This design comes from an exercise in tuning for small area and a short achievable clock period on the open sky130 flow, not from production work. Only simulation tests tie the RTL to the original design; equivalence was not proved. Power is estimated from default activity; no workload was simulated.

==> flow/design.v (outline; a module is shown in full before it is edited, if it fits) <==
// module cplx_mac: 687 lines
// module fa: 4 lines
// module ha: 4 lines
// module cadd44: 494 lines
// module magsel43: 14 lines
// module padd43: 265 lines
// module gt43: 309 lines
// module dft_bin_acc: 128 lines
module dft_bin_acc
#(
    parameter int N      = 256,
    parameter int PH_LAT = 6,
    parameter int ACC_W  = dft_pkg::ACC_W_DEF
) (
    input  logic                     CK,
    input  logic                     RST,
    input  logic                     START,
    input  logic signed [dft_pkg::PH_W-1:0]   cos0,
    input  logic signed [dft_pkg::PH_W-1:0]   sin0,
    input  logic signed [dft_pkg::PH_W-1:0]   cos1,
    input  logic signed [dft_pkg::PH_W-1:0]   sin1,
    output logic [dft_pkg::ADDR_W-1:0]        smp_addr,
    input  logic signed [dft_pkg::SMP_W-1:0]  smp_data,
    output logic signed [ACC_W-1:0]  re0,
    output logic signed [ACC_W-1:0]  im0,
    output logic signed [ACC_W-1:0]  re1,
    output logic signed [ACC_W-1:0]  im1,
    output logic                     busy,
    output logic                     done
    ,
    output logic [ACC_W-1:0]         mag0,
    output logic [ACC_W-1:0]         mag1
);
  // ...
==> flow/flow/run.sh <==
#!/bin/bash
# The standard layout (the standard.sh, unchanged synthesis), except that the
# buffers placed on the ports are plain buffers (buf_2, which timing repair may
# upsize) instead of the delay-type buffer buffer_ports picks by default.
set -euo pipefail
bash standard.sh synth > synth.log 2>&1
bash standard.sh "BUFFER_PORTS_ARGS=-buffer_cell sky130_fd_sc_hd__buf_2" finish > layout.log 2>&1
==> flow/standard.sh <==
#!/bin/bash
# synth_recipe.tcl (not shown) runs the flow's synth.tcl, then flattens the netlist and writes it again
# the make line also repeats each setting of config.mk as NAME=value (left out here)
make -C /OpenROAD-flow-scripts/flow DESIGN_CONFIG=/design/flow/config.mk WORK_HOME=/design/flow/orfs CLKGATE_MAP_FILE= SYNTH_SCRIPT=/design/flow/synth_recipe.tcl "${@:-finish}"
==> flow/config.mk <==
export PLATFORM = sky130hd
export DESIGN_NAME = dft_bin_acc
export DESIGN_NICKNAME = dft_bin_acc
export VERILOG_FILES = /design/flow/design.v
export SDC_FILE = /design/flow/constraint.sdc
export NUM_CORES = 4
export LEC_CHECK = 0
export CAP_MARGIN = 20
export CORE_MARGIN = 2
export CORE_UTILIZATION = 40
export CTS_CLUSTER_DIAMETER = 100
export CTS_CLUSTER_SIZE = 24
export SETUP_SLACK_MARGIN = 3.7
export SLEW_MARGIN = 20
export SYNTH_HIERARCHICAL = 1
==> flow/constraint.sdc <==
create_clock -name core_clock -period 9.5 [get_ports {CK}]
set_input_delay 1.9000 -clock core_clock [delete_from_list [all_inputs] [get_ports {CK}]]
set_output_delay 1.9000 -clock core_clock [all_outputs]
set_load 0.01 [all_outputs]
==> results.json, run 1 <==
{
  "clock.fmax_mhz": 175,
  "finalClockSkew_ns": 0.0389,
  "antenna_found_initial": 33,
  "combPwrFrac": 0.771,
  "fin_util": 0.439,
  "drive_gt1_frac": 0.147,
  "layout.non_clock_inverters": 483,
  "maxSlewHeadroom": 0.257,
  "grtUsageMet2": 0.423,
  "sequentialPower_mw": 3.94,
  "n_tap_cell": 2204,
  "synth_cells": 6684,
  "final_cells": 8955,
  "io_buffers": 381,
  "min_period_ns": 5.72,
  "clkbuf_count": 41,
  "hold-worst-slack_ns": 0.625,
  "r2r_slack_ns": 3.78,
  "die_w_um": 414,
  "p_sw_mw": 12.6,
  "ff2ff_path_depth": 21,
  "critPathLaunchType": "register",
  "finalPower_mw": 25.0,
  "critPathBufInv": 7,
  "setup.worst_path.class": "register to register",
  "wl_met1_um": 91200,
  "final_common_cell": "xnor2_1",
  "outcome": "finished clean",
  "clkCellAreaFrac": 0.0162,
  "antenna_cells": 17,
  "wl_met2_um": 108000,
  "timing.final.crit_share": 0.602,
  "fillCellCount": 15800
}
==> module magsel43, before the edit <==
module magsel43 (
    input  logic [42:0] a,
    input  logic [42:0] b,
    output logic [42:0] p,
    output logic [42:0] g
);
    logic gt;
    logic [42:0] hi, lo;
    gt43 u_gt (.a(a), .b(b), .gt(gt));
    assign hi = gt ? a : b;
    assign lo = gt ? {1'b0, b[42:1]} : {1'b0, a[42:1]};
    assign p = hi ^ lo;
    assign g = hi & lo;
endmodule
==> module dft_bin_acc, before the edit <==
module dft_bin_acc
#(
    parameter int N      = 256,
    parameter int PH_LAT = 6,
    parameter int ACC_W  = dft_pkg::ACC_W_DEF
) (
    input  logic                     CK,
    input  logic                     RST,
    input  logic                     START,
    input  logic signed [dft_pkg::PH_W-1:0]   cos0,
    input  logic signed [dft_pkg::PH_W-1:0]   sin0,
    input  logic signed [dft_pkg::PH_W-1:0]   cos1,
    input  logic signed [dft_pkg::PH_W-1:0]   sin1,
    output logic [dft_pkg::ADDR_W-1:0]        smp_addr,
    input  logic signed [dft_pkg::SMP_W-1:0]  smp_data,
    output logic signed [ACC_W-1:0]  re0,
    output logic signed [ACC_W-1:0]  im0,
    output logic signed [ACC_W-1:0]  re1,
    output logic signed [ACC_W-1:0]  im1,
    output logic                     busy,
    output logic                     done
    ,
    output logic [ACC_W-1:0]         mag0,
    output logic [ACC_W-1:0]         mag1
);
    localparam int W = 44;      
    localparam int MW = 43;     
    logic [8:0] cnt;
    logic       done_q;
    logic       init_q;      
    logic       en_q;        
    logic       ld;          
    logic [8:0] one_q, two_q, neg_q;
    logic [8:0] one_d, two_d, neg_d;
    logic [8:0] negs;
    logic [W-1:0] a_re0, a_im0, a_re1, a_im1;
    logic [MW-1:0] m_re0, m_im0, m_re1, m_im1;
    logic [MW-1:0] mag0_s, mag1_s;
    always_ff @(posedge CK or posedge RST) begin
        if (RST) begin
            cnt    <= '0;
            busy   <= 1'b0;
            done_q <= 1'b0;
            init_q <= 1'b0;
        end else begin
            if (START)     cnt <= 9'd509;
            else if (busy) cnt <= cnt + 9'd1;
            busy   <= START | (busy & (cnt != 9'd259));
            done_q <= ~START & busy & (cnt == 9'd258);
            init_q <= START;
        end
    end
    assign smp_addr = cnt;
    assign done     = done_q & ~START;
    assign ld = busy & ~START & (cnt >= 9'd1) & (cnt <= 9'd256);
    always_comb begin
        logic [18:0] xe;
        xe = {smp_data, 1'b0};
        for (int j = 0; j < 9; j++) begin
            one_d[j] = xe[2*j+1] ^ xe[2*j];
            two_d[j] = (xe[2*j+2] & ~xe[2*j+1] & ~xe[2*j]) | (~xe[2*j+2] & xe[2*j+1] & xe[2*j]);
            neg_d[j] = xe[2*j+2];
        end
    end
    always_ff @(posedge CK or posedge RST) begin
        if (RST) begin
            one_q <= '0;
            two_q <= '0;
            neg_q <= '0;
            en_q  <= 1'b0;
        end else begin
            one_q <= ld ? one_d : 9'd0;
            two_q <= ld ? two_d : 9'd0;
            neg_q <= ld ? neg_d : 9'd0;
            en_q  <= ld;
        end
    end
    assign negs = ~neg_q & {9{en_q}};
    function automatic logic [170:0] booth_rows(input logic [8:0] one, input logic [8:0] two,
                                                input logic [8:0] neg, input logic en,
                                                input logic [17:0] c);
        logic [18:0] r;
        for (int j = 0; j < 9; j++) begin
            r[0] = (one[j] & c[0]) ^ neg[j];
            for (int i = 1; i < 18; i++)
                r[i] = ((one[j] & c[i]) | (two[j] & c[i-1])) ^ neg[j];
            r[18] = en & ~(((one[j] | two[j]) & c[17]) ^ neg[j]);
            booth_rows[19*j +: 19] = r;
        end
    endfunction
    logic [170:0] pp_re0, pp_im0, pp_re1, pp_im1;
    assign pp_re0 = booth_rows(one_q, two_q, neg_q, en_q, cos0);
    assign pp_im0 = booth_rows(one_q, two_q, negs,  en_q, sin0);
    assign pp_re1 = booth_rows(one_q, two_q, neg_q, en_q, cos1);
    assign pp_im1 = booth_rows(one_q, two_q, negs,  en_q, sin1);
    cplx_mac u_re0 (.clk(CK), .rst(RST), .init(init_q), .pp(pp_re0), .neg(neg_q),
                    .acc(a_re0), .mabs(m_re0));
    cplx_mac u_im0 (.clk(CK), .rst(RST), .init(init_q), .pp(pp_im0), .neg(negs),
                    .acc(a_im0), .mabs(m_im0));
    cplx_mac u_re1 (.clk(CK), .rst(RST), .init(init_q), .pp(pp_re1), .neg(neg_q),
                    .acc(a_re1), .mabs(m_re1));
    cplx_mac u_im1 (.clk(CK), .rst(RST), .init(init_q), .pp(pp_im1), .neg(negs),
                    .acc(a_im1), .mabs(m_im1));
    assign re0 = {{(ACC_W-W){a_re0[W-1]}}, a_re0};
    assign im0 = {{(ACC_W-W){a_im0[W-1]}}, a_im0};
    assign re1 = {{(ACC_W-W){a_re1[W-1]}}, a_re1};
    assign im1 = {{(ACC_W-W){a_im1[W-1]}}, a_im1};
    logic [MW-1:0] p0_d, g0_d, p1_d, g1_d, p0_q, g0_q, p1_q, g1_q;
    magsel43 u_sel0 (.a(m_re0), .b(m_im0), .p(p0_d), .g(g0_d));
    magsel43 u_sel1 (.a(m_re1), .b(m_im1), .p(p1_d), .g(g1_d));
    always_ff @(posedge CK or posedge RST) begin
        if (RST) begin
            p0_q <= '0;
            g0_q <= '0;
            p1_q <= '0;
            g1_q <= '0;
        end else begin
            p0_q <= p0_d;
            g0_q <= g0_d;
            p1_q <= p1_d;
            g1_q <= g1_d;
        end
    end
    padd43 u_mag0 (.p(p0_q), .g(g0_q), .y(mag0_s));
    padd43 u_mag1 (.p(p1_q), .g(g1_q), .y(mag1_s));
    assign mag0 = {{(ACC_W-MW){1'b0}}, mag0_s};
    assign mag1 = {{(ACC_W-MW){1'b0}}, mag1_s};
endmodule
==> run 2, diff against run 1 <==
--- a/flow/design.v
+++ b/flow/design.v
@@ -1196,148 +1196,231 @@
 module magsel43 (
     input  logic [42:0] a,
     input  logic [42:0] b,
-    output logic [42:0] p,
-    output logic [42:0] g
+    output logic [42:0] hi,
+    output logic [41:0] lo
 );
     logic gt;
-    logic [42:0] hi, lo;
     gt43 u_gt (.a(a), .b(b), .gt(gt));
     assign hi = gt ? a : b;
-    assign lo = gt ? {1'b0, b[42:1]} : {1'b0, a[42:1]};
-    assign p = hi ^ lo;
-    assign g = hi & lo;
+    assign lo = gt ? b[42:1] : a[42:1];
 endmodule
-module padd43 (
-    input  logic [42:0] p,
-    input  logic [42:0] g,
+module add43 (
+    input  logic [42:0] a,
+    input  logic [42:0] b,
     output logic [42:0] y
 );
-    wire xG0_1 = g[1] | (p[1] & g[0]);
-    wire xP0_1 = p[1] & p[0];
-    wire xG0_3 = g[3] | (p[3] & g[2]);
-    wire xP0_3 = p[3] & p[2];
-    wire xG0_5 = g[5] | (p[5] & g[4]);
-    wire xP0_5 = p[5] & p[4];
-    wire xG0_7 = g[7] | (p[7] & g[6]);
-    wire xP0_7 = p[7] & p[6];
-    wire xG0_9 = g[9] | (p[9] & g[8]);
-    wire xP0_9 = p[9] & p[8];
-    wire xG0_11 = g[11] | (p[11] & g[10]);
-    wire xP0_11 = p[11] & p[10];
-    wire xG0_13 = g[13] | (p[13] & g[12]);
-    wire xP0_13 = p[13] & p[12];
-    wire xG0_15 = g[15] | (p[15] & g[14]);
-    wire xP0_15 = p[15] & p[14];
-    wire xG0_17 = g[17] | (p[17] & g[16]);
-    wire xP0_17 = p[17] & p[16];
-    wire xG0_19 = g[19] | (p[19] & g[18]);
-    wire xP0_19 = p[19] & p[18];
-    wire xG0_21 = g[21] | (p[21] & g[20]);
-    wire xP0_21 = p[21] & p[20];
-    wire xG0_23 = g[23] | (p[23] & g[22]);
-    wire xP0_23 = p[23] & p[22];
-    wire xG0_25 = g[25] | (p[25] & g[24]);
-    wire xP0_25 = p[25] & p[24];
-    wire xG0_27 = g[27] | (p[27] & g[26]);
-    wire xP0_27 = p[27] & p[26];
-    wire xG0_29 = g[29] | (p[29] & g[28]);
-    wire xP0_29 = p[29] & p[28];
-    wire xG0_31 = g[31] | (p[31] & g[30]);
-    wire xP0_31 = p[31] & p[30];
-    wire xG0_33 = g[33] | (p[33] & g[32]);
-    wire xP0_33 = p[33] & p[32];
-    wire xG0_35 = g[35] | (p[35] & g[34]);
-    wire xP0_35 = p[35] & p[34];
-    wire xG0_37 = g[37] | (p[37] & g[36]);
-    wire xP0_37 = p[37] & p[36];
-    wire xG0_39 = g[39] | (p[39] & g[38]);
-    wire xP0_39 = p[39] & p[38];
-    wire xG0_41 = g[41] | (p[41] & g[40]);
-    wire xP0_41 = p[41] & p[40];
-    wire xG1_2 = g[2] | (p[2] & xG0_1);
-    wire xP1_2 = p[2] & xP0_1;
+    wire g0 = a[0] & b[0];
+    wire p0 = a[0] ^ b[0];
+    wire g1 = a[1] & b[1];
+    wire p1 = a[1] ^ b[1];
+    wire g2 = a[2] & b[2];
+    wire p2 = a[2] ^ b[2];
+    wire g3 = a[3] & b[3];
+    wire p3 = a[3] ^ b[3];
+    wire g4 = a[4] & b[4];
+    wire p4 = a[4] ^ b[4];
+    wire g5 = a[5] & b[5];
+    wire p5 = a[5] ^ b[5];
+    wire g6 = a[6] & b[6];
+    wire p6 = a[6] ^ b[6];
+    wire g7 = a[7] & b[7];
+    wire p7 = a[7] ^ b[7];
+    wire g8 = a[8] & b[8];
+    wire p8 = a[8] ^ b[8];
+    wire g9 = a[9] & b[9];
+    wire p9 = a[9] ^ b[9];
+    wire g10 = a[10] & b[10];
+    wire p10 = a[10] ^ b[10];
+    wire g11 = a[11] & b[11];
+    wire p11 = a[11] ^ b[11];
+    wire g12 = a[12] & b[12];
+    wire p12 = a[12] ^ b[12];
+    wire g13 = a[13] & b[13];
+    wire p13 = a[13] ^ b[13];
+    wire g14 = a[14] & b[14];
+    wire p14 = a[14] ^ b[14];
+    wire g15 = a[15] & b[15];
+    wire p15 = a[15] ^ b[15];
+    wire g16 = a[16] & b[16];
+    wire p16 = a[16] ^ b[16];
+    wire g17 = a[17] & b[17];
+    wire p17 = a[17] ^ b[17];
+    wire g18 = a[18] & b[18];
+    wire p18 = a[18] ^ b[18];
+    wire g19 = a[19] & b[19];
+    wire p19 = a[19] ^ b[19];
+    wire g20 = a[20] & b[20];
+    wire p20 = a[20] ^ b[20];
+    wire g21 = a[21] & b[21];
+    wire p21 = a[21] ^ b[21];
+    wire g22 = a[22] & b[22];
+    wire p22 = a[22] ^ b[22];
+    wire g23 = a[23] & b[23];
+    wire p23 = a[23] ^ b[23];
+    wire g24 = a[24] & b[24];
+    wire p24 = a[24] ^ b[24];
+    wire g25 = a[25] & b[25];
+    wire p25 = a[25] ^ b[25];
+    wire g26 = a[26] & b[26];
+    wire p26 = a[26] ^ b[26];
+    wire g27 = a[27] & b[27];
+    wire p27 = a[27] ^ b[27];
+    wire g28 = a[28] & b[28];
+    wire p28 = a[28] ^ b[28];
+    wire g29 = a[29] & b[29];
+    wire p29 = a[29] ^ b[29];
+    wire g30 = a[30] & b[30];
+    wire p30 = a[30] ^ b[30];
+    wire g31 = a[31] & b[31];
+    wire p31 = a[31] ^ b[31];
+    wire g32 = a[32] & b[32];
+    wire p32 = a[32] ^ b[32];
+    wire g33 = a[33] & b[33];
+    wire p33 = a[33] ^ b[33];
+    wire g34 = a[34] & b[34];
+    wire p34 = a[34] ^ b[34];
+    wire g35 = a[35] & b[35];
+    wire p35 = a[35] ^ b[35];
+    wire g36 = a[36] & b[36];
+    wire p36 = a[36] ^ b[36];
+    wire g37 = a[37] & b[37];
+    wire p37 = a[37] ^ b[37];
+    wire g38 = a[38] & b[38];
+    wire p38 = a[38] ^ b[38];
+    wire g39 = a[39] & b[39];
+    wire p39 = a[39] ^ b[39];
+    wire g40 = a[40] & b[40];
+    wire p40 = a[40] ^ b[40];
+    wire g41 = a[41] & b[41];
+    wire p41 = a[41] ^ b[41];
+    wire g42 = a[42] & b[42];
+    wire p42 = a[42] ^ b[42];
+    wire xG0_1 = g1 | (p1 & g0);
+    wire xP0_1 = p1 & p0;
+    wire xG0_3 = g3 | (p3 & g2);
+    wire xP0_3 = p3 & p2;
+    wire xG0_5 = g5 | (p5 & g4);
+    wire xP0_5 = p5 & p4;
+    wire xG0_7 = g7 | (p7 & g6);
+    wire xP0_7 = p7 & p6;
+    wire xG0_9 = g9 | (p9 & g8);
+    wire xP0_9 = p9 & p8;
+    wire xG0_11 = g11 | (p11 & g10);
+    wire xP0_11 = p11 & p10;
+    wire xG0_13 = g13 | (p13 & g12);
+    wire xP0_13 = p13 & p12;
+    wire xG0_15 = g15 | (p15 & g14);
+    wire xP0_15 = p15 & p14;
+    wire xG0_17 = g17 | (p17 & g16);
+    wire xP0_17 = p17 & p16;
+    wire xG0_19 = g19 | (p19 & g18);
+    wire xP0_19 = p19 & p18;
+    wire xG0_21 = g21 | (p21 & g20);
+    wire xP0_21 = p21 & p20;
+    wire xG0_23 = g23 | (p23 & g22);
+    wire xP0_23 = p23 & p22;
+    wire xG0_25 = g25 | (p25 & g24);
+    wire xP0_25 = p25 & p24;
+    wire xG0_27 = g27 | (p27 & g26);
+    wire xP0_27 = p27 & p26;
+    wire xG0_29 = g29 | (p29 & g28);
+    wire xP0_29 = p29 & p28;
+    wire xG0_31 = g31 | (p31 & g30);
+    wire xP0_31 = p31 & p30;
+    wire xG0_33 = g33 | (p33 & g32);
+    wire xP0_33 = p33 & p32;
+    wire xG0_35 = g35 | (p35 & g34);
+    wire xP0_35 = p35 & p34;
+    wire xG0_37 = g37 | (p37 & g36);
+    wire xP0_37 = p37 & p36;
+    wire xG0_39 = g39 | (p39 & g38);
+    wire xP0_39 = p39 & p38;
+    wire xG0_41 = g41 | (p41 & g40);
+    wire xP0_41 = p41 & p40;
+    wire xG1_2 = g2 | (p2 & xG0_1);
+    wire xP1_2 = p2 & xP0_1;
     wire xG1_3 = xG0_3 | (xP0_3 & xG0_1);
     wire xP1_3 = xP0_3 & xP0_1;
-    wire xG1_6 = g[6] | (p[6] & xG0_5);
-    wire xP1_6 = p[6] & xP0_5;
+    wire xG1_6 = g6 | (p6 & xG0_5);
+    wire xP1_6 = p6 & xP0_5;
     wire xG1_7 = xG0_7 | (xP0_7 & xG0_5);
     wire xP1_7 = xP0_7 & xP0_5;
-    wire xG1_10 = g[10] | (p[10] & xG0_9);
-    wire xP1_10 = p[10] & xP0_9;
+    wire xG1_10 = g10 | (p10 & xG0_9);
+    wire xP1_10 = p10 & xP0_9;
     wire xG1_11 = xG0_11 | (xP0_11 & xG0_9);
     wire xP1_11 = xP0_11 & xP0_9;
-    wire xG1_14 = g[14] | (p[14] & xG0_13);
-    wire xP1_14 = p[14] & xP0_13;
+    wire xG1_14 = g14 | (p14 & xG0_13);
+    wire xP1_14 = p14 & xP0_13;
     wire xG1_15 = xG0_15 | (xP0_15 & xG0_13);
     wire xP1_15 = xP0_15 & xP0_13;
-    wire xG1_18 = g[18] | (p[18] & xG0_17);
-    wire xP1_18 = p[18] & xP0_17;
+    wire xG1_18 = g18 | (p18 & xG0_17);
+    wire xP1_18 = p18 & xP0_17;
     wire xG1_19 = xG0_19 | (xP0_19 & xG0_17);
     wire xP1_19 = xP0_19 & xP0_17;
-    wire xG1_22 = g[22] | (p[22] & xG0_21);
-    wire xP1_22 = p[22] & xP0_21;
+    wire xG1_22 = g22 | (p22 & xG0_21);
+    wire xP1_22 = p22 & xP0_21;
     wire xG1_23 = xG0_23 | (xP0_23 & xG0_21);
     wire xP1_23 = xP0_23 & xP0_21;
-    wire xG1_26 = g[26] | (p[26] & xG0_25);
-    wire xP1_26 = p[26] & xP0_25;
+    wire xG1_26 = g26 | (p26 & xG0_25);
+    wire xP1_26 = p26 & xP0_25;
     wire xG1_27 = xG0_27 | (xP0_27 & xG0_25);
     wire xP1_27 = xP0_27 & xP0_25;
-    wire xG1_30 = g[30] | (p[30] & xG0_29);
-    wire xP1_30 = p[30] & xP0_29;
+    wire xG1_30 = g30 | (p30 & xG0_29);
+    wire xP1_30 = p30 & xP0_29;
     wire xG1_31 = xG0_31 | (xP0_31 & xG0_29);
     wire xP1_31 = xP0_31 & xP0_29;
-    wire xG1_34 = g[34] | (p[34] & xG0_33);
-    wire xP1_34 = p[34] & xP0_33;
+    wire xG1_34 = g34 | (p34 & xG0_33);
+    wire xP1_34 = p34 & xP0_33;
     wire xG1_35 = xG0_35 | (xP0_35 & xG0_33);
     wire xP1_35 = xP0_35 & xP0_33;
-    wire xG1_38 = g[38] | (p[38] & xG0_37);
-    wire xP1_38 = p[38] & xP0_37;
+    wire xG1_38 = g38 | (p38 & xG0_37);
+    wire xP1_38 = p38 & xP0_37;
     wire xG1_39 = xG0_39 | (xP0_39 & xG0_37);
     wire xP1_39 = xP0_39 & xP0_37;
-    wire xG1_42 = g[42] | (p[42] & xG0_41);
-    wire xP1_42 = p[42] & xP0_41;
-    wire xG2_4 = g[4] | (p[4] & xG1_3);
-    wire xP2_4 = p[4] & xP1_3;
+    wire xG1_42 = g42 | (p42 & xG0_41);
+    wire xP1_42 = p42 & xP0_41;
+    wire xG2_4 = g4 | (p4 & xG1_3);
+    wire xP2_4 = p4 & xP1_3;
     wire xG2_5 = xG0_5 | (xP0_5 & xG1_3);
     wire xP2_5 = xP0_5 & xP1_3;
     wire xG2_6 = xG1_6 | (xP1_6 & xG1_3);
     wire xP2_6 = xP1_6 & xP1_3;
     wire xG2_7 = xG1_7 | (xP1_7 & xG1_3);
     wire xP2_7 = xP1_7 & xP1_3;
-    wire xG2_12 = g[12] | (p[12] & xG1_11);
-    wire xP2_12 = p[12] & xP1_11;
+    wire xG2_12 = g12 | (p12 & xG1_11);
+    wire xP2_12 = p12 & xP1_11;
     wire xG2_13 = xG0_13 | (xP0_13 & xG1_11);
     wire xP2_13 = xP0_13 & xP1_11;
     wire xG2_14 = xG1_14 | (xP1_14 & xG1_11);
     wire xP2_14 = xP1_14 & xP1_11;
     wire xG2_15 = xG1_15 | (xP1_15 & xG1_11);
     wire xP2_15 = xP1_15 & xP1_11;
-    wire xG2_20 = g[20] | (p[20] & xG1_19);
-    wire xP2_20 = p[20] & xP1_19;
+    wire xG2_20 = g20 | (p20 & xG1_19);
+    wire xP2_20 = p20 & xP1_19;
     wire xG2_21 = xG0_21 | (xP0_21 & xG1_19);
     wire xP2_21 = xP0_21 & xP1_19;
     wire xG2_22 = xG1_22 | (xP1_22 & xG1_19);
     wire xP2_22 = xP1_22 & xP1_19;
     wire xG2_23 = xG1_23 | (xP1_23 & xG1_19);
     wire xP2_23 = xP1_23 & xP1_19;
-    wire xG2_28 = g[28] | (p[28] & xG1_27);
-    wire xP2_28 = p[28] & xP1_27;
+    wire xG2_28 = g28 | (p28 & xG1_27);
+    wire xP2_28 = p28 & xP1_27;
     wire xG2_29 = xG0_29 | (xP0_29 & xG1_27);
     wire xP2_29 = xP0_29 & xP1_27;
     wire xG2_30 = xG1_30 | (xP1_30 & xG1_27);
     wire xP2_30 = xP1_30 & xP1_27;
     wire xG2_31 = xG1_31 | (xP1_31 & xG1_27);
     wire xP2_31 = xP1_31 & xP1_27;
-    wire xG2_36 = g[36] | (p[36] & xG1_35);
-    wire xP2_36 = p[36] & xP1_35;
+    wire xG2_36 = g36 | (p36 & xG1_35);
+    wire xP2_36 = p36 & xP1_35;
     wire xG2_37 = xG0_37 | (xP0_37 & xG1_35);
     wire xP2_37 = xP0_37 & xP1_35;
     wire xG2_38 = xG1_38 | (xP1_38 & xG1_35);
     wire xP2_38 = xP1_38 & xP1_35;
     wire xG2_39 = xG1_39 | (xP1_39 & xG1_35);
     wire xP2_39 = xP1_39 & xP1_35;
-    wire xG3_8 = g[8] | (p[8] & xG2_7);
-    wire xP3_8 = p[8] & xP2_7;
+    wire xG3_8 = g8 | (p8 & xG2_7);
+    wire xP3_8 = p8 & xP2_7;
     wire xG3_9 = xG0_9 | (xP0_9 & xG2_7);
     wire xP3_9 = xP0_9 & xP2_7;
     wire xG3_10 = xG1_10 | (xP1_10 & xG2_7);
@@ -1352,8 +1435,8 @@
     wire xP3_14 = xP2_14 & xP2_7;
     wire xG3_15 = xG2_15 | (xP2_15 & xG2_7);
     wire xP3_15 = xP2_15 & xP2_7;
-    wire xG3_24 = g[24] | (p[24] & xG2_23);
-    wire xP3_24 = p[24] & xP2_23;
+    wire xG3_24 = g24 | (p24 & xG2_23);
+    wire xP3_24 = p24 & xP2_23;
     wire xG3_25 = xG0_25 | (xP0_25 & xG2_23);
     wire xP3_25 = xP0_25 & xP2_23;
     wire xG3_26 = xG1_26 | (xP1_26 & xG2_23);
@@ -1368,14 +1451,14 @@
     wire xP3_30 = xP2_30 & xP2_23;
     wire xG3_31 = xG2_31 | (xP2_31 & xG2_23);
     wire xP3_31 = xP2_31 & xP2_23;
-    wire xG3_40 = g[40] | (p[40] & xG2_39);
-    wire xP3_40 = p[40] & xP2_39;
+    wire xG3_40 = g40 | (p40 & xG2_39);
+    wire xP3_40 = p40 & xP2_39;
     wire xG3_41 = xG0_41 | (xP0_41 & xG2_39);
     wire xP3_41 = xP0_41 & xP2_39;
     wire xG3_42 = xG1_42 | (xP1_42 & xG2_39);
     wire xP3_42 = xP1_42 & xP2_39;
-    wire xG4_16 = g[16] | (p[16] & xG3_15);
-    wire xP4_16 = p[16] & xP3_15;
+    wire xG4_16 = g16 | (p16 & xG3_15);
+    wire xP4_16 = p16 & xP3_15;
     wire xG4_17 = xG0_17 | (xP0_17 & xG3_15);
     wire xP4_17 = xP0_17 & xP3_15;
     wire xG4_18 = xG1_18 | (xP1_18 & xG3_15);
@@ -1406,8 +1489,8 @@
     wire xP4_30 = xP3_30 & xP3_15;
     wire xG4_31 = xG3_31 | (xP3_31 & xG3_15);
     wire xP4_31 = xP3_31 & xP3_15;
-    wire xG5_32 = g[32] | (p[32] & xG4_31);
-    wire xP5_32 = p[32] & xP4_31;
+    wire xG5_32 = g32 | (p32 & xG4_31);
+    wire xP5_32 = p32 & xP4_31;
     wire xG5_33 = xG0_33 | (xP0_33 & xG4_31);
     wire xP5_33 = xP0_33 & xP4_31;
     wire xG5_34 = xG1_34 | (xP1_34 & xG4_31);
@@ -1428,49 +1511,49 @@
     wire xP5_41 = xP3_41 & xP4_31;
     wire xG5_42 = xG3_42 | (xP3_42 & xG4_31);
     wire xP5_42 = xP3_42 & xP4_31;
-    assign y[0] = p[0];
-    assign y[1] = p[1] ^ g[0];
-    assign y[2] = p[2] ^ xG0_1;
-    assign y[3] = p[3] ^ xG1_2;
-    assign y[4] = p[4] ^ xG1_3;
-    assign y[5] = p[5] ^ xG2_4;
-    assign y[6] = p[6] ^ xG2_5;
-    assign y[7] = p[7] ^ xG2_6;
-    assign y[8] = p[8] ^ xG2_7;
-    assign y[9] = p[9] ^ xG3_8;
-    assign y[10] = p[10] ^ xG3_9;
-    assign y[11] = p[11] ^ xG3_10;
-    assign y[12] = p[12] ^ xG3_11;
-    assign y[13] = p[13] ^ xG3_12;
-    assign y[14] = p[14] ^ xG3_13;
-    assign y[15] = p[15] ^ xG3_14;
-    assign y[16] = p[16] ^ xG3_15;
-    assign y[17] = p[17] ^ xG4_16;
-    assign y[18] = p[18] ^ xG4_17;
-    assign y[19] = p[19] ^ xG4_18;
-    assign y[20] = p[20] ^ xG4_19;
-    assign y[21] = p[21] ^ xG4_20;
-    assign y[22] = p[22] ^ xG4_21;
-    assign y[23] = p[23] ^ xG4_22;
-    assign y[24] = p[24] ^ xG4_23;
-    assign y[25] = p[25] ^ xG4_24;
-    assign y[26] = p[26] ^ xG4_25;
-    assign y[27] = p[27] ^ xG4_26;
-    assign y[28] = p[28] ^ xG4_27;
-    assign y[29] = p[29] ^ xG4_28;
-    assign y[30] = p[30] ^ xG4_29;
-    assign y[31] = p[31] ^ xG4_30;
-    assign y[32] = p[32] ^ xG4_31;
-    assign y[33] = p[33] ^ xG5_32;
-    assign y[34] = p[34] ^ xG5_33;
-    assign y[35] = p[35] ^ xG5_34;
-    assign y[36] = p[36] ^ xG5_35;
-    assign y[37] = p[37] ^ xG5_36;
-    assign y[38] = p[38] ^ xG5_37;
-    assign y[39] = p[39] ^ xG5_38;
-    assign y[40] = p[40] ^ xG5_39;
-    assign y[41] = p[41] ^ xG5_40;
-    assign y[42] = p[42] ^ xG5_41;
+    assign y[0] = p0;
+    assign y[1] = p1 ^ g0;
+    assign y[2] = p2 ^ xG0_1;
+    assign y[3] = p3 ^ xG1_2;
+    assign y[4] = p4 ^ xG1_3;
+    assign y[5] = p5 ^ xG2_4;
+    assign y[6] = p6 ^ xG2_5;
+    assign y[7] = p7 ^ xG2_6;
+    assign y[8] = p8 ^ xG2_7;
+    assign y[9] = p9 ^ xG3_8;
+    assign y[10] = p10 ^ xG3_9;
+    assign y[11] = p11 ^ xG3_10;
+    assign y[12] = p12 ^ xG3_11;
+    assign y[13] = p13 ^ xG3_12;
+    assign y[14] = p14 ^ xG3_13;
+    assign y[15] = p15 ^ xG3_14;
+    assign y[16] = p16 ^ xG3_15;
+    assign y[17] = p17 ^ xG4_16;
+    assign y[18] = p18 ^ xG4_17;
+    assign y[19] = p19 ^ xG4_18;
+    assign y[20] = p20 ^ xG4_19;
+    assign y[21] = p21 ^ xG4_20;
+    assign y[22] = p22 ^ xG4_21;
+    assign y[23] = p23 ^ xG4_22;
+    assign y[24] = p24 ^ xG4_23;
+    assign y[25] = p25 ^ xG4_24;
+    assign y[26] = p26 ^ xG4_25;
+    assign y[27] = p27 ^ xG4_26;
+    assign y[28] = p28 ^ xG4_27;
+    assign y[29] = p29 ^ xG4_28;
+    assign y[30] = p30 ^ xG4_29;
+    assign y[31] = p31 ^ xG4_30;
+    assign y[32] = p32 ^ xG4_31;
+    assign y[33] = p33 ^ xG5_32;
+    assign y[34] = p34 ^ xG5_33;
+    assign y[35] = p35 ^ xG5_34;
+    assign y[36] = p36 ^ xG5_35;
+    assign y[37] = p37 ^ xG5_36;
+    assign y[38] = p38 ^ xG5_37;
+    assign y[39] = p39 ^ xG5_38;
+    assign y[40] = p40 ^ xG5_39;
+    assign y[41] = p41 ^ xG5_40;
+    assign y[42] = p42 ^ xG5_41;
 endmodule
 module gt43 (
     input  logic [42:0] a,
@@ -1888,24 +1971,25 @@
     assign im0 = {{(ACC_W-W){a_im0[W-1]}}, a_im0};
     assign re1 = {{(ACC_W-W){a_re1[W-1]}}, a_re1};
     assign im1 = {{(ACC_W-W){a_im1[W-1]}}, a_im1};
-    logic [MW-1:0] p0_d, g0_d, p1_d, g1_d, p0_q, g0_q, p1_q, g1_q;
-    magsel43 u_sel0 (.a(m_re0), .b(m_im0), .p(p0_d), .g(g0_d));
-    magsel43 u_sel1 (.a(m_re1), .b(m_im1), .p(p1_d), .g(g1_d));
+    logic [MW-1:0] hi0_d, hi1_d, hi0_q, hi1_q;
+    logic [MW-2:0] lo0_d, lo1_d, lo0_q, lo1_q;
+    magsel43 u_sel0 (.a(m_re0), .b(m_im0), .hi(hi0_d), .lo(lo0_d));
+    magsel43 u_sel1 (.a(m_re1), .b(m_im1), .hi(hi1_d), .lo(lo1_d));
     always_ff @(posedge CK or posedge RST) begin
         if (RST) begin
-            p0_q <= '0;
-            g0_q <= '0;
-            p1_q <= '0;
-            g1_q <= '0;
+            hi0_q <= '0;
+            lo0_q <= '0;
+            hi1_q <= '0;
+            lo1_q <= '0;
         end else begin
-            p0_q <= p0_d;
-            g0_q <= g0_d;
-            p1_q <= p1_d;
-            g1_q <= g1_d;
+            hi0_q <= hi0_d;
+            lo0_q <= lo0_d;
+            hi1_q <= hi1_d;
+            lo1_q <= lo1_d;
         end
     end
-    padd43 u_mag0 (.p(p0_q), .g(g0_q), .y(mag0_s));
-    padd43 u_mag1 (.p(p1_q), .g(g1_q), .y(mag1_s));
+    add43 u_mag0 (.a(hi0_q), .b({1'b0, lo0_q}), .y(mag0_s));
+    add43 u_mag1 (.a(hi1_q), .b({1'b0, lo1_q}), .y(mag1_s));
     assign mag0 = {{(ACC_W-MW){1'b0}}, mag0_s};
     assign mag1 = {{(ACC_W-MW){1'b0}}, mag1_s};
 endmodule
--- a/flow/config.mk
+++ b/flow/config.mk
@@ -10,6 +10,6 @@
 export CORE_UTILIZATION = 40
 export CTS_CLUSTER_DIAMETER = 100
 export CTS_CLUSTER_SIZE = 24
-export SETUP_SLACK_MARGIN = 3.7
+export SETUP_SLACK_MARGIN = 3.8
 export SLEW_MARGIN = 20
 export SYNTH_HIERARCHICAL = 1
==> run 2 against run 1 <==
  * Still clean on timing, DRC and antenna
  * Worst setup slack improved by 0.18 ns
  * Synthesized cell count up 0.57%
  * Non-clock buffer count shrank 63
  * Via count shrank 0.78%
  * Worst hold slack got worse by 0.0046 ns
  * Area after synthesis rose by 0.31%
  * Count of clock-buffer cells in the layout rose by 2
  * Highest routed layer unchanged
==> results.json, run 2 <==
{
  "netlist_area_um2": 67500,
  "cts_tree": "built",
  "maxSlewHeadroom": 0.263,
  "hp-class": "register to register",
  "cts-htree-levels": 2,
  "p_leak_nw": 33.6,
  "antenna_found_initial": 37,
  "clock_latency_ns": 0.67,
  "gr-total-overflow": 0,
  "gp_congestion": 0.944,
  "num_vias": 51700,
  "synth_cells": 6722,
  "outcome": "finished clean",
  "final_hold_viol_count": 0,
  "ys_warn_count": 8,
  "timing.max_cap.violations": 0,
  "max-vdd-ir-drop_uv": 364,
  "cts_buffer_depth": 3,
  "clock.fmax_mhz": 181,
  "drv_slew": 0,
  "crit_arrival_ns": 3.64,
  "ant_nets": 0,
  "viasPerCell": 5.78,
  "drt_first_pass_iters": 6,
  "avgRoutedWirePerCell_um": 25.1,
  "cts-buffers-inserted": 38,
  "multi_input_area_um2": 49600,
  "die_area_um2": 172000,
  "grt_usage": 0.254,
  "wirelength_um": 224000,
  "critPathLaunchType": "register",
  "cts.sinks": 558,
  "final_cells": 8936,
  "tightest_slew_ns": 1.11,
  "first_global_vias": 53800,
  "ff_latch_area_um2": 14000,
  "cts.clk_slew.worst_paths_ns": 0.11,
  "final_cell_mix": "xnor2_1, fa_1, a22oi_1",
  "ioPinCount": 392,
  "nNetsFinal": 7905,
  "drc_errors": 0,
  "die_h_um": 415,
  "crit_path_max_fanout": 4,
  "syn_avg_cell_area_um2": 10.0,
  "grt_pass1_wl_um": 338000,
  "fillCellCount": 16100,
  "dr.first_iter.drc_count": 4535,
  "cts-root-buf": "clkbuf_16",
  "dp.cells": 8813,
  "io_buffers": 381,
  "area_growth_pct": 7.46,
  "drive_gt1_frac": 0.125,
  "setup.worst_path.class": "register to output pin",
  "grt_max_degree": 124,
  "rows": 150,
  "finalClockSkew_ns": 0.0490,
  "pwr_density_cell_nw_per_um2": 342,
  "final_common_cell": "xnor2_1",
  "fin_util": 0.434,
  "required_ns": 7.60,
  "hpwl_um": 166000,
  "initial_utilization": 0.403,
  "core_area_um2": 167000,
  "die_w_um": 415,
  "setup_viol": 0,
  "min_period_ns": 5.54,
  "timing.final.crit_share": 0.583,
  "worst_setup_path_end_kind": "output pin",
  "tns_ns": 0,
  "finalPower_mw": 24.8,
  "rsz0062_at_grt": "false"
}
==> run 2: final timing paths <==
path	startpoint	end	slack, ns	depth (start not counted)
min	u_re1.pn_q[0]	u_re1.g_q[0]	0.62	2
min in group asynchronous	RST	u_re0.g_q[9]	1.44	2
max reg2reg	u_re1.pn_q[14]	hi1_q[23]	3.97	19
max in group asynchronous	RST	init_q	6.59	3
min reg2reg	u_re1.pn_q[0]	u_re1.g_q[0]	0.62	2
max	lo1_q[5]	mag1[22]	3.96	10
==> run 2: report_power, final <==
| group | total [mW] | internal [mW] | switching [mW] |
|---|---|---|---|
| clock network | 1.94 | 0.884 | 1.06 |
| logic | 19.1 | 7.87 | 11.2 |
| registers | 3.78 | 3.30 | 0.479 |
==> run 2: timing repair <==
item,CTS,global route
setup buffers,11,15
endpoints found under the setup margin,191,176
hold buffers,0,0
pin swaps,12,18
resized for setup,48,66
cloned,3,8
==> run 2: per-stage QoR <==
step	instance area, µm²	hold slack (ns)	worst slack, ns
floorplan	67600	0.583	3.87
global placement	70100	0.595	2.21
detailed placement	70100	0.600	2.28
CTS	71900	0.625	3.78
global route	72600	0.657	3.78
finish	72600	0.621	3.96
==> run 2: per-layer routing <==
metal | routed length, µm | track usage | vias up
li1 | - | - | 22500
met1 | 93500 | 0.332 | 26700
met2 | 109000 | 0.425 | 1993
met3 | 13200 | 0.0370 | 396
met4 | 8630 | 0.0978 | 20
met5 | 112 | 0 | -
==> run 2: worst max-delay path, stage by stage, from the launching register on <==
cell,delay (ns)
dfrtp_1,0.41
ha_1,0.35
a21oi_1,0.26
o22ai_1,0.21
o21ai_1,0.42
nand3_1,0.22
a31o_2,0.32
a21o_1,0.20
a21oi_1,0.18
xnor2_1,0.21
buf_2,0.20
==> run 2: cell type report <==
class	instances	share of cell area
well taps	2204	0.0380
clock inverters	24	0.00496
diodes	19	0.000655
flip-flops and latches	558	0.193
clock buffers	43	0.0139
multi-input cells	5102	0.684
repair buffers	474	0.0390
inverters	512	0.0266
==> run 3, diff against run 2 <==
--- a/flow/config.mk
+++ b/flow/config.mk
@@ -10,6 +10,6 @@
 export CORE_UTILIZATION = 40
 export CTS_CLUSTER_DIAMETER = 100
 export CTS_CLUSTER_SIZE = 24
-export SETUP_SLACK_MARGIN = 3.8
+export SETUP_SLACK_MARGIN = 4.3
 export SLEW_MARGIN = 20
 export SYNTH_HIERARCHICAL = 1
==> run 3 against run 2 <==
  * Register-to-register slack better by 0.29 ns
  * Wire length is 3.3% higher
  * Global-route usage is 0.43 points higher
  * Fmax is 5.6% higher
  * Clock power fell by 4%
  * Power is 15% higher
  * Non-clock buffer count grew 217
  * Clock skew is 0.00091 ns higher
  * Largest cell class unchanged
==> results.json, run 3 <==
{
  "final_hold_viol_count": 0,
  "wirelength_um": 232000,
  "timing.final.crit_share": 0.552,
  "p_clk_frac": 0.066,
  "required_ns": 10.02,
  "rsz0062_at_grt": "true",
  "final_area_um2": 78100,
  "die_w_um": 415,
  "fillCellCount": 15700,
  "syn_avg_cell_area_um2": 10.0,
  "gr-total-overflow": 0,
  "cts_buffer_depth": 3,
  "critPathLaunchType": "register",
  "placed_cell_area_um2": 71000,
  "p_sw_mw": 14.0,
  "finalClockSkew_ns": 0.0499,
  "cts.clk_slew.worst_paths_ns": 0.10,
  "clock_latency_ns": 0.65,
  "tightest_slew_ns": 1.11,
  "drive_gt1_frac": 0.239,
  "first_global_vias": 55300,
  "hp-class": "register to register",
  "drt_first_pass_iters": 5,
  "critPathBufInv": 5,
  "avgRoutedWirePerCell_um": 25.3,
  "viasPerCell": 5.79,
  "nNetsFinal": 8125,
  "clock.fmax_mhz": 191,
  "p_sw_frac": 0.492,
  "ant_nets": 0,
  "setup.worst_path.class": "register to register",
  "crit_chain": "inv_4 > and4_4 > and2_1 > and3_4 > or4b_2 > nand3_2 > a211oi_4 > buf_6 > clkbuf_16 > mux2i_1 > xnor2_2 > o22ai_1 > or4_4 > nor3_4 > o311ai_4 > o2111ai_4 > buf_12 > clkbuf_16 > mux2_2",
  "cts.sinks": 558,
  "outcome": "finished clean",
  "hpwl_um": 165000,
  "internal_power_mw": 14.5,
  "pwr_density_cell_nw_per_um2": 364,
  "cts-root-buf": "clkbuf_16",
  "crit_path_max_fanout": 9,
  "die_h_um": 415,
  "drc_errors": 0,
  "dr.first_iter.drc_count": 4818,
  "slowest_stage": "or4b_2",
  "hold_buffers": 0,
  "crit_family": "simple AND/OR/NAND/NOR gates",
  "netlist_area_um2": 67500,
  "final_cell_mix": "xnor2_1, fa_1, dfrtp_1",
  "max_stage_delay_ns": 0.65,
  "gp_congestion": 0.934,
  "rows": 150,
  "core_area_um2": 167000,
  "p_leak_nw": 35.4,
  "synth_cells": 6722,
  "final_common_cell": "xnor2_1",
  "grt_pass1_wl_um": 344000,
  "dp.cells": 8816,
  "seqPwrFrac": 0.136,
  "area_growth_pct": 15.7,
  "setup_viol": 0,
  "combPwrFrac": 0.799,
  "cts_tree": "built",
  "die_area_um2": 172000,
  "antenna_found_initial": 37,
  "cts-htree-levels": 2,
  "ys_warn_count": 8,
  "num_vias": 53100,
  "crit_arrival_ns": 5.76,
  "worst_setup_path_end_kind": "register",
  "min_period_ns": 5.24,
  "max-vdd-ir-drop_uv": 390,
  "tns_ns": 0,
  "final_cells": 9159,
  "io_buffers": 381,
  "ioPinCount": 392,
  "path_common_cell": "clkbuf_16",
  "initial_utilization": 0.403,
  "grt_usage": 0.259,
  "timing.max_cap.violations": 0,
  "drv_slew": 0,
  "maxSlewHeadroom": 0.259,
  "grt_max_degree": 175,
  "cts-buffers-inserted": 37
}
## run 3: per-layer routing
| metal | wire length (µm) | track usage | vias to the layer above |
|---|---|---|---|
| met5 | 131 | 0 | - |
| li1 | - | - | 23000 |
| met2 | 113000 | 0.431 | 2100 |
| met4 | 8470 | 0.101 | 22 |
| met1 | 95000 | 0.339 | 27600 |
| met3 | 14800 | 0.0387 | 427 |
## run 3: per-stage QoR
stage | utilization | hold slack, ns | setup slack, ns | power, mW
2_1_floorplan | - | 0.583 | 4.13 | 16.4
3_3_place_gp | 0.424 | 0.595 | 2.01 | 21.5
3_5_place_dp | 0.424 | 0.607 | 1.92 | 21.7
4_1_cts | 0.449 | 0.624 | 4.23 | 26.0
5_1_grt | 0.467 | 0.652 | 4.09 | 30.4
6_report | 0.467 | 0.623 | 4.26 | 28.4
## run 3: worst paths after layout
kind                                start        end  slack (ns)  cells after the start
hold / removal                     cnt[8]     done_q        0.62                      2
setup reg to reg           u_re1.pn_q[32]   hi1_q[1]        4.26                     19
hold reg to reg                    cnt[8]     done_q        0.62                      2
min in group asynchronous             RST  hi1_q[22]        1.38                      2
max in group asynchronous             RST  hi0_q[21]        6.43                      4
setup / recovery           u_re1.pn_q[32]   hi1_q[1]        4.26                     19
## run 3: cell type report
class | count | area, µm² | share of cell area
Inverter | 512 | 1950 | 0.0249
Tap cell | 2204 | 2760 | 0.0353
Sequential cell | 558 | 14000 | 0.180
Antenna cell | 25 | 62.6 | 0.000801
Clock buffer | 40 | 947 | 0.0121
Timing Repair Buffer | 691 | 5180 | 0.0663
Clock inverter | 23 | 339 | 0.00434
Multi-Input combinational cell | 5106 | 52900 | 0.677
## run 3: power groups by stage
stage | logic (mW) | registers (mW) | clock network, mW
floorplan | 12.8 | 3.61 | 0
global placement | 17.7 | 3.82 | 0
detailed placement | 17.9 | 3.83 | 0
CTS | 20.2 | 3.81 | 1.92
global route | 24.4 | 3.93 | 1.99
finish | 22.7 | 3.86 | 1.87
## run 3: timing repair
| item | CTS | global route |
|---|---|---|
| setup endpoints to repair | 334 | 305 |
| hold endpoints to repair | 0 | 0 |
| setup buffers | 114 | 106 |
| pin swaps | 88 | 139 |
| gates resized for setup | 289 | 434 |
| gates cloned | 22 | 13 |
## run 3: worst register-to-register path: stages, from the launching register on
cell and delay, ns:
dfrtp_1 0.43, inv_4 0.09, and4_4 0.21, and2_1 0.19, and3_4 0.21, or4b_2 0.65
nand3_2 0.12, a211oi_4 0.05, buf_6 0.18, clkbuf_16 0.18, mux2i_1 0.15, xnor2_2 0.44
o22ai_1 0.18, or4_4 0.62, nor3_4 0.31, o311ai_4 0.21, o2111ai_4 0.19, buf_12 0.21
clkbuf_16 0.19, mux2_2 0.33
==> run 4, diff against run 3 <==
--- a/flow/config.mk
+++ b/flow/config.mk
@@ -10,6 +10,6 @@
 export CORE_UTILIZATION = 40
 export CTS_CLUSTER_DIAMETER = 100
 export CTS_CLUSTER_SIZE = 24
-export SETUP_SLACK_MARGIN = 4.3
+export SETUP_SLACK_MARGIN = 4.0
 export SLEW_MARGIN = 20
 export SYNTH_HIERARCHICAL = 1
==> run 4 against run 3 <==
  * Worst hold slack worse by 0.040 ns
  * Core utilization decreased by 2.8 points
  * Die area unchanged
  * Via count down 1.9%
  * Wire length is 1.9% lower
  * Worst setup slack got worse by 0.16 ns
  * Highest routed layer unchanged
  * Largest power group unchanged
  * Sequential power is 1% lower
  * Combinational power shrank 13%
==> results.json, run 4 <==
{
  "setup_viol": 0,
  "placed_cell_area_um2": 70200,
  "cts_tree": "built",
  "cts-buffers-inserted": 39,
  "initial_utilization": 0.403,
  "max-vdd-ir-drop_uv": 369,
  "crit_chain": "ha_1 > inv_1 > fa_1 > nand2b_4 > a211oi_4 > buf_4 > buf_4 > o31ai_1 > a21o_1 > a21boi_2 > o21a_1 > nor2_1 > xnor2_2 > buf_2",
  "io_buffers": 381,
  "gp_congestion": 0.960,
  "syn_avg_cell_area_um2": 10.0,
  "netlist_area_um2": 67500,
  "dp.cells": 8817,
  "drv_slew": 0,
  "antenna_found_initial": 47,
  "gr-total-overflow": 0,
  "p_sw_mw": 13.0,
  "area_growth_pct": 8.84,
  "worst_setup_path_end_kind": "output pin",
  "timing.max_cap.violations": 0,
  "clock.fmax_mhz": 185,
  "ys_warn_count": 8,
  "pwr_density_cell_nw_per_um2": 347,
  "cts_buffer_depth": 3,
  "seqPwrFrac": 0.149,
  "ant_nets": 0,
  "grt_max_degree": 197,
  "cts.clk_slew.worst_paths_ns": 0.10,
  "final_cells": 8996,
  "rows": 150,
  "crit_path_max_fanout": 3,
  "grt_usage": 0.257,
  "rsz0062_at_grt": "true",
  "maxSlewHeadroom": 0.260,
  "p_sw_frac": 0.510,
  "timing.final.crit_share": 0.569,
  "drt_first_pass_iters": 6,
  "final_hold_viol_count": 0,
  "num_vias": 52100,
  "min_period_ns": 5.41,
  "clock_latency_ns": 0.65,
  "cts-htree-levels": 2,
  "core_area_um2": 167000,
  "ioPinCount": 392,
  "finalClockSkew_ns": 0.0483,
  "final_common_cell": "xnor2_1",
  "drive_gt1_frac": 0.142,
  "avgRoutedWirePerCell_um": 25.3,
  "p_leak_nw": 34.1,
  "drc_errors": 0,
  "die_w_um": 415,
  "cts.sinks": 558,
  "final_area_um2": 73500,
  "max_stage_delay_ns": 0.41,
  "p_clk_frac": 0.078,
  "tightest_slew_ns": 1.11,
  "setup.worst_path.class": "register to output pin",
  "internal_power_mw": 12.5,
  "path_common_cell": "buf_4",
  "viasPerCell": 5.79,
  "slowest_stage": "fa_1",
  "fin_util": 0.439,
  "grt_pass1_wl_um": 341000,
  "outcome": "finished clean",
  "required_ns": 7.60,
  "hold_buffers": 0,
  "cts-root-buf": "clkbuf_16",
  "hold-worst-slack_ns": 0.583,
  "tns_ns": 0,
  "combPwrFrac": 0.773,
  "nNetsFinal": 7956,
  "final_cell_mix": "xnor2_1, fa_1, a22oi_1",
  "die_area_um2": 172000,
  "hpwl_um": 168000,
  "wirelength_um": 227000,
  "crit_arrival_ns": 3.51,
  "die_h_um": 415,
  "critPathLaunchType": "register",
  "synth_cells": 6722,
  "first_global_vias": 54200,
  "dr.first_iter.drc_count": 4432,
  "hp-class": "register to register"
}
[run 4: layout make-up]
class | instances | area, µm²
Fill cell | 16100 | 93900
Multi-Input combinational cell | 5101 | 49900
Inverter | 512 | 1930
Tap cell | 2204 | 2760
Clock inverter | 25 | 380
Sequential cell | 558 | 14000
Clock buffer | 44 | 1020
Antenna cell | 27 | 67.6
Timing Repair Buffer | 525 | 3420
[run 4: final timing paths]
check / startpoint / endpoint / slack [ns] / cells after the start
max: hi1_q[0] / mag1[15] / 4.09 / 14
min: u_re0.pn_q[0] / u_re0.g_q[0] / 0.58 / 2
max reg2reg: u_im0.pn_q[21] / lo0_q[21] / 4.10 / 19
min reg2reg: u_re0.pn_q[0] / u_re0.g_q[0] / 0.58 / 2
max in group asynchronous: RST / init_q / 6.55 / 3
min in group asynchronous: RST / u_im0.pn_q[25] / 1.37 / 2
[run 4: repair_timing]
action / CTS / global route
buffers inserted: 21 / 47
pin swaps: 14 / 45
gates resized for setup: 73 / 143
endpoints found under the setup margin: 223 / 220
gates cloned: 4 / 11
[run 4: power by group through the flow]
| stage | registers (mW) | clock network [mW] | logic (mW) |
|---|---|---|---|
| after detailed placement | 3.84 | 0 | 18.0 |
| after global placement | 3.84 | 0 | 17.7 |
| after floorplan | 3.61 | 0 | 12.7 |
| after global routing | 3.87 | 2.12 | 21.5 |
| final | 3.81 | 1.99 | 19.7 |
| after CTS | 3.80 | 2.05 | 18.7 |
[run 4: critical path: cells and delay by family (launching register included)]
family	cells	cell delay (ns)
compound gates	5	0.84
xor+xnor	1	0.30
fa+ha+maj	2	0.55
buf+inv	4	0.57
flops	1	0.34
simple gates	2	0.26
[run 4: through the flow]
stage	setup WS, ns	total power, mW
global placement	1.72	21.6
detailed placement	2.29	21.8
CTS	3.97	24.6
floorplan	4.00	16.3
finish	4.09	25.5
global route	3.93	27.5
[run 4: layer usage]
metal / global-route usage / up-vias / wire, µm
met4: 0.105 / 26 / 8980
met5: 0 / - / 131
met2: 0.423 / 2050 / 109000
met1: 0.341 / 26900 / 94700
li1: - / 22600 / -
met3: 0.0343 / 408 / 14200
==> run 5, diff against run 4 <==
--- a/flow/config.mk
+++ b/flow/config.mk
@@ -10,6 +10,6 @@
 export CORE_UTILIZATION = 40
 export CTS_CLUSTER_DIAMETER = 100
 export CTS_CLUSTER_SIZE = 24
-export SETUP_SLACK_MARGIN = 4.0
+export SETUP_SLACK_MARGIN = 4.1
 export SLEW_MARGIN = 20
 export SYNTH_HIERARCHICAL = 1
==> run 5 against run 4 <==
  * Fmax rose by 1.6%
  * Non-clock buffer count increased by 27
  * Still clean
  * Final cell count increased by 0.27%
  * Via count rose by 0.18%
  * Power rose by 0.93%
  * Largest power group unchanged
  * Global-route usage decreased by 0.33 points
==> results.json, run 5 <==
{
  "worst_setup_path_end_kind": "register",
  "max-vdd-ir-drop_uv": 371,
  "seqPwrFrac": 0.147,
  "crit_arrival_ns": 5.85,
  "r2r_end": "lo0_q[20]",
  "nNetsFinal": 7982,
  "first_global_vias": 53900,
  "final_hold_viol_count": 0,
  "ff2ff_path_depth": 20,
  "required_ns": 10.02,
  "hpwl_um": 164000,
  "area_growth_pct": 9.61,
  "timing.max_cap.violations": 0,
  "crit_chain": "inv_1 > a21o_1 > a21o_1 > a221o_2 > a211oi_4 > a21oi_1 > a211oi_4 > buf_12 > buf_12 > mux2i_2 > xor2_2 > inv_1 > maj3_1 > a221oi_2 > a2111oi_4 > o311ai_4 > o2111ai_4 > buf_12 > clkbuf_16 > mux2_1",
  "ant_nets": 0,
  "tightest_slew_ns": 1.15,
  "cts-htree-levels": 2,
  "p_clk_frac": 0.069,
  "gp_congestion": 0.915,
  "internal_power_mw": 12.8,
  "hold_buffers": 0,
  "grt_pass1_wl_um": 337000,
  "syn_avg_cell_area_um2": 10.0,
  "netlist_area_um2": 67500,
  "finalClockSkew_ns": 0.0459,
  "slowest_stage": "a221o_2",
  "clock_latency_ns": 0.65,
  "cts.sinks": 558,
  "drive_gt1_frac": 0.151,
  "final_area_um2": 74000,
  "critPathLaunchType": "register",
  "ioPinCount": 392,
  "die_area_um2": 172000,
  "p_sw_frac": 0.504,
  "p_leak_nw": 34.2,
  "rr_startpoint": "u_im0.pn_q[21]",
  "grt_max_degree": 189,
  "cts.clk_slew.worst_paths_ns": 0.10,
  "timing.final.crit_share": 0.561,
  "die_w_um": 415,
  "whs_endpoint": "u_re0.g_q[0]",
  "setup_viol": 0,
  "drc_errors": 0,
  "outcome": "finished clean",
  "fin_util": 0.442,
  "gr-total-overflow": 0,
  "crit_path_max_fanout": 11,
  "dr.first_iter.drc_count": 4545,
  "placed_cell_area_um2": 70100,
  "synth_cells": 6722,
  "drv_slew": 0,
  "crit_family": "compound AO/OA/AOI/OAI gates",
  "drt_first_pass_iters": 6,
  "setup.worst_path.class": "register to register",
  "min_from": "u_re0.pn_q[0]",
  "tns_ns": 0,
  "hp-class": "register to register",
  "die_h_um": 415,
  "antenna_found_initial": 50,
  "cts_tree": "built",
  "cts_buffer_depth": 3,
  "core_area_um2": 167000,
  "maxSlewHeadroom": 0.232,
  "combPwrFrac": 0.783,
  "clock.fmax_mhz": 188,
  "critPathBufInv": 6,
  "final_cell_mix": "xnor2_1, fa_1, a22oi_1",
  "initial_utilization": 0.403,
  "p_sw_mw": 13.0,
  "r2r_slack_ns": 4.17,
  "grt_usage": 0.254,
  "pwr_density_cell_nw_per_um2": 348,
  "io_buffers": 381,
  "cts-buffers-inserted": 35,
  "finalPower_mw": 25.8,
  "hold_path_depth": 2,
  "rows": 150,
  "avgRoutedWirePerCell_um": 25.0,
  "cts-root-buf": "clkbuf_16",
  "path_common_cell": "buf_12",
  "wirelength_um": 226000,
  "rsz0062_at_grt": "true",
  "viasPerCell": 5.78,
  "final_common_cell": "xnor2_1",
  "min_period_ns": 5.33,
  "max_stage_delay_ns": 0.49,
  "ys_warn_count": 8,
  "num_vias": 52200
}
-- run 5: repair_timing --
| item | in CTS | in global routing |
|---|---|---|
| setup buffers | 22 | 72 |
| setup endpoints to repair | 223 | 273 |
| gates resized for setup | 127 | 142 |
| gates cloned | 9 | 12 |
| pin swaps | 26 | 64 |
-- run 5: stage by stage --
step / hold WS, ns / instances / setup slack, ns
final: 0.620 / 9020 / 4.17
after global routing: 0.649 / 9014 / 4.02
after CTS: 0.628 / 8908 / 3.87
after detailed placement: 0.608 / 8815 / 2.70
after global placement: 0.596 / 8815 / 2.79
after floorplan: 0.583 / 6733 / 4.10
-- run 5: per-layer routing --
metal  part of all wire  global-route usage  vias to the layer above
li1                   -                   -                    22700
met2               0.49               0.428                     2022
met5            0.00057                   0                        -
met3              0.064              0.0380                      420
met1               0.41               0.326                    27000
met4              0.038               0.100                       22
-- run 5: worst max-delay path by stage --
stage / cells after the start / startpoint / slack, ns / end
floorplan: 11 / sin1[12] / 4.10 / u_im1.pn_q[14]
detailed placement: 18 / u_re1.pn_q[21] / 2.70 / lo1_q[39]
finish: 20 / u_im0.pn_q[21] / 4.17 / lo0_q[20]
CTS: 11 / en_q / 3.87 / u_im0.pn_q[18]
global route: 21 / u_re1.pn_q[33] / 4.02 / lo1_q[4]
global placement: 18 / u_re1.pn_q[1] / 2.79 / hi1_q[29]
-- run 5: worst reg2reg max path: stages, from the launching register on --
cell	delay, ns
dfrtp_1	0.36
inv_1	0.14
a21o_1	0.23
a21o_1	0.23
a221o_2	0.49
a211oi_4	0.33
a21oi_1	0.16
a211oi_4	0.22
buf_12	0.16
buf_12	0.14
mux2i_2	0.27
xor2_2	0.34
inv_1	0.12
maj3_1	0.39
a221oi_2	0.28
a2111oi_4	0.15
o311ai_4	0.28
o2111ai_4	0.23
buf_12	0.21
clkbuf_16	0.18
mux2_1	0.33
-- run 5: power by group through the flow --
| stage | combinational [mW] | clock, mW | sequential [mW] |
|---|---|---|---|
| 2_1_floorplan | 12.7 | 0 | 3.61 |
| 3_3_place_gp | 17.5 | 0 | 3.83 |
| 3_5_place_dp | 17.8 | 0 | 3.84 |
| 4_1_cts | 19.0 | 1.84 | 3.79 |
| 5_1_grt | 22.0 | 1.91 | 3.87 |
| 6_report | 20.2 | 1.78 | 3.80 |
-- run 5: final cells by class --
class                   instances  area [µm²]
diodes                         28        70.1
clock buffers                  44         941
clock inverters                18         235
fillers                     16100       93400
inverters                     512        1930
multi-input cells            5104       50400
flip-flops and latches        558       14000
well taps                    2204        2760
repair buffers                552        3710
==> run 6, diff against run 5 <==
--- a/flow/config.mk
+++ b/flow/config.mk
@@ -8,8 +8,8 @@
 export CAP_MARGIN = 20
 export CORE_MARGIN = 2
 export CORE_UTILIZATION = 40
-export CTS_CLUSTER_DIAMETER = 100
-export CTS_CLUSTER_SIZE = 24
-export SETUP_SLACK_MARGIN = 4.1
+export CTS_CLUSTER_DIAMETER = 110
+export CTS_CLUSTER_SIZE = 28
+export SETUP_SLACK_MARGIN = 4.0
 export SLEW_MARGIN = 20
 export SYNTH_HIERARCHICAL = 1
==> run 6 against run 5 <==
  * Still clean
  * Global-route usage grew 0.23 points
  * Clock power about the same
  * Cell area shrank 0.90%
  * Largest cell class unchanged
  * Power decreased by 1.5%
  * Register-to-register slack worse by 0.07 ns
  * Final cell count down 0.32%
  * Combinational power fell by 2%
==> results.json, run 6 <==
{
  "maxSlewHeadroom": 0.246,
  "cts_buffer_depth": 3,
  "placed_cell_area_um2": 70200,
  "setup.worst_path.class": "register to register",
  "syn_avg_cell_area_um2": 10.0,
  "worst_setup_path_end_kind": "register",
  "timing.max_cap.violations": 0,
  "rows": 150,
  "max-vdd-ir-drop_uv": 373,
  "final_hold_viol_count": 0,
  "hpwl_um": 168000,
  "viasPerCell": 5.78,
  "drive_gt1_frac": 0.142,
  "final_common_cell": "xnor2_1",
  "clock_latency_ns": 0.72,
  "min_period_ns": 5.40,
  "pre_cts_ws_ns": 2.29,
  "avgRoutedWirePerCell_um": 25.2,
  "core_area_um2": 167000,
  "num_vias": 52000,
  "tns_ns": 0,
  "dr.first_iter.drc_count": 4565,
  "ioPinCount": 392,
  "gr-total-overflow": 0,
  "hp-class": "register to register",
  "area_growth_pct": 8.63,
  "pwr_density_cell_nw_per_um2": 346,
  "cts-root-buf": "clkbuf_16",
  "nNetsFinal": 7959,
  "cts-buffers-inserted": 31,
  "cts.clk_slew.worst_paths_ns": 0.12,
  "crit_arrival_ns": 5.99,
  "cts.sinks": 558,
  "initial_utilization": 0.403,
  "gp_congestion": 0.960,
  "ant_nets": 0,
  "final_area_um2": 73400,
  "rsz0062_at_grt": "true",
  "crit_path_max_fanout": 23,
  "timing.final.crit_share": 0.568,
  "finalPower_mw": 25.4,
  "antenna_found_initial": 46,
  "cts_tree": "built",
  "final_cell_mix": "xnor2_1, fa_1, a22oi_1",
  "hold_buffers": 0,
  "die_h_um": 415,
  "wirelength_um": 227000,
  "drt_first_pass_iters": 6,
  "required_ns": 10.10,
  "setup_ws_ns": 4.10,
  "ys_warn_count": 8,
  "cts-htree-levels": 1,
  "drc_errors": 0,
  "critPathLaunchType": "register",
  "first_global_vias": 54000,
  "netlist_area_um2": 67500,
  "p_leak_nw": 34.0,
  "die_area_um2": 172000,
  "grt_usage": 0.256,
  "outcome": "finished clean",
  "clock.fmax_mhz": 185,
  "r2r_slack_ns": 4.10,
  "fin_util": 0.438,
  "synth_cells": 6722,
  "io_buffers": 381,
  "grt_pass1_wl_um": 341000,
  "setup_viol": 0,
  "finalClockSkew_ns": 0.0427,
  "tightest_slew_ns": 1.13,
  "die_w_um": 415,
  "drv_slew": 0,
  "grt_max_degree": 197
}
[run 6: cell types whose count changed in the layout (fill, tap and decap cells not counted), sizes merged]
cell	change
buf	-14
bufbuf	-3
bufinv	+2
clkbuf	-11
clkinv	-2
diode	-2
inv	+4
nor2b	-2
o2111ai	-1
[run 6: final cells by class]
type                       count  area, µm²
inverter                     512       1930
timing repair buffer         536       3500
clock inverter                22        359
multi-input combinational   5101      50000
antenna                       26       65.1
fill                       16100      94000
tap                         2204       2760
clock buffer                  32        779
sequential                   558      14000
[run 6: worst max-delay path: stages, from the launching register on]
cell and delay [ns]:
dfrtp_1 0.39, inv_1 0.20, nand4_1 0.23, buf_4 0.21
o2bb2ai_4 0.27, o21ai_1 0.22, and2_4 0.23, a211oi_4 0.32
buf_4 0.19, buf_12 0.16, mux2i_1 0.30, xnor2_2 0.19
inv_1 0.07, a222oi_1 0.47, o2111ai_2 0.25, a2111oi_2 0.34
buf_4 0.24, o311ai_4 0.12, o2111ai_4 0.13, buf_12 0.18
buf_16 0.19, mux2_2 0.36
[run 6: metrics by stage]
step	hold WS (ns)	std cells
after floorplan	0.583	6733
after global placement	0.597	8816
after detailed placement	0.600	8817
after CTS	0.628	8899
after global routing	0.651	8985
final	0.626	8991
[run 6: worst paths after layout]
kind / to / startpoint / cells past startpoint
min in group asynchronous: u_im0.pn_q[25] / RST / 2
min reg2reg: u_re0.g_q[0] / u_re0.pn_q[0] / 2
max reg2reg: hi1_q[2] / u_re1.pn_q[14] / 21
min: u_re0.g_q[0] / u_re0.pn_q[0] / 2
max: hi1_q[2] / u_re1.pn_q[14] / 21
max in group asynchronous: init_q / RST / 3
[run 6: timing repair]
item / in CTS / in global routing
endpoints found under the setup margin: 238 / 243
gates resized for setup: 77 / 138
buffers inserted: 24 / 55
pin swaps: 15 / 51
endpoints found under the hold margin: 0 / 0
gates cloned: 4 / 11
[run 6: routing by layer]
layer	global-route usage	wire length [µm]	vias to the layer above
li1	-	-	22600
met1	0.341	94000	26800
met2	0.423	109000	2161
met3	0.0329	14700	407
met4	0.0990	8550	26
met5	0	144	-
[run 6: power by group]
part | total (mW) | switching (mW) | internal, mW
Clock | 1.76 | 1.02 | 0.732
Combinational | 19.8 | 11.5 | 8.36
Sequential | 3.80 | 0.506 | 3.30
Total | 25.4 | 13.0 | 12.4

-- port drivers added, routing unchanged --
The flow's constraints put no driver on any port. The routed layouts listed below were extracted and timed again, unchanged, in two steps.
Step 1 sets driving cells, clkbuf_16 on the clock port and buf_2 on the other inputs (assumed; they add their load-dependent delay and slew).
Step 2 also shifts input and output timing later by t, the mid clock arrival at the registers, as if the neighbouring blocks saw the same clock.
Slacks: ideal ports / drivers / drivers and shift; pairs: ideal ports / drivers.
| run | t (ns) | slack for setup (ns) | worst setup path after step 2 | clock arrival spread, ns |
|---|---|---|---|---|
| run 1 | 0.722 | 3.784 / 3.784 / 3.366 | input to register | 0.041 / 0.041 |
| run 2 | 0.718 | 3.960 / 3.883 / 3.390 | input to register | 0.050 / 0.051 |
| run 3 | 0.718 | 4.256 / 4.208 / 3.573 | input to register | 0.050 / 0.050 |
| run 4 | 0.718 | 4.092 / 4.006 / 3.292 | input to register | 0.054 / 0.053 |
| run 5 | 0.720 | 4.174 / 4.128 / 3.408 | input to register | 0.047 / 0.047 |
| run 6 | 0.781 | 4.104 / 4.032 / 3.272 | input to register | 0.045 / 0.046 |
After both steps setup and hold are still met in every run listed. The setup slack of run 6, which loses most, moves by -0.072 ns with the drivers and by -0.832 ns with both steps.
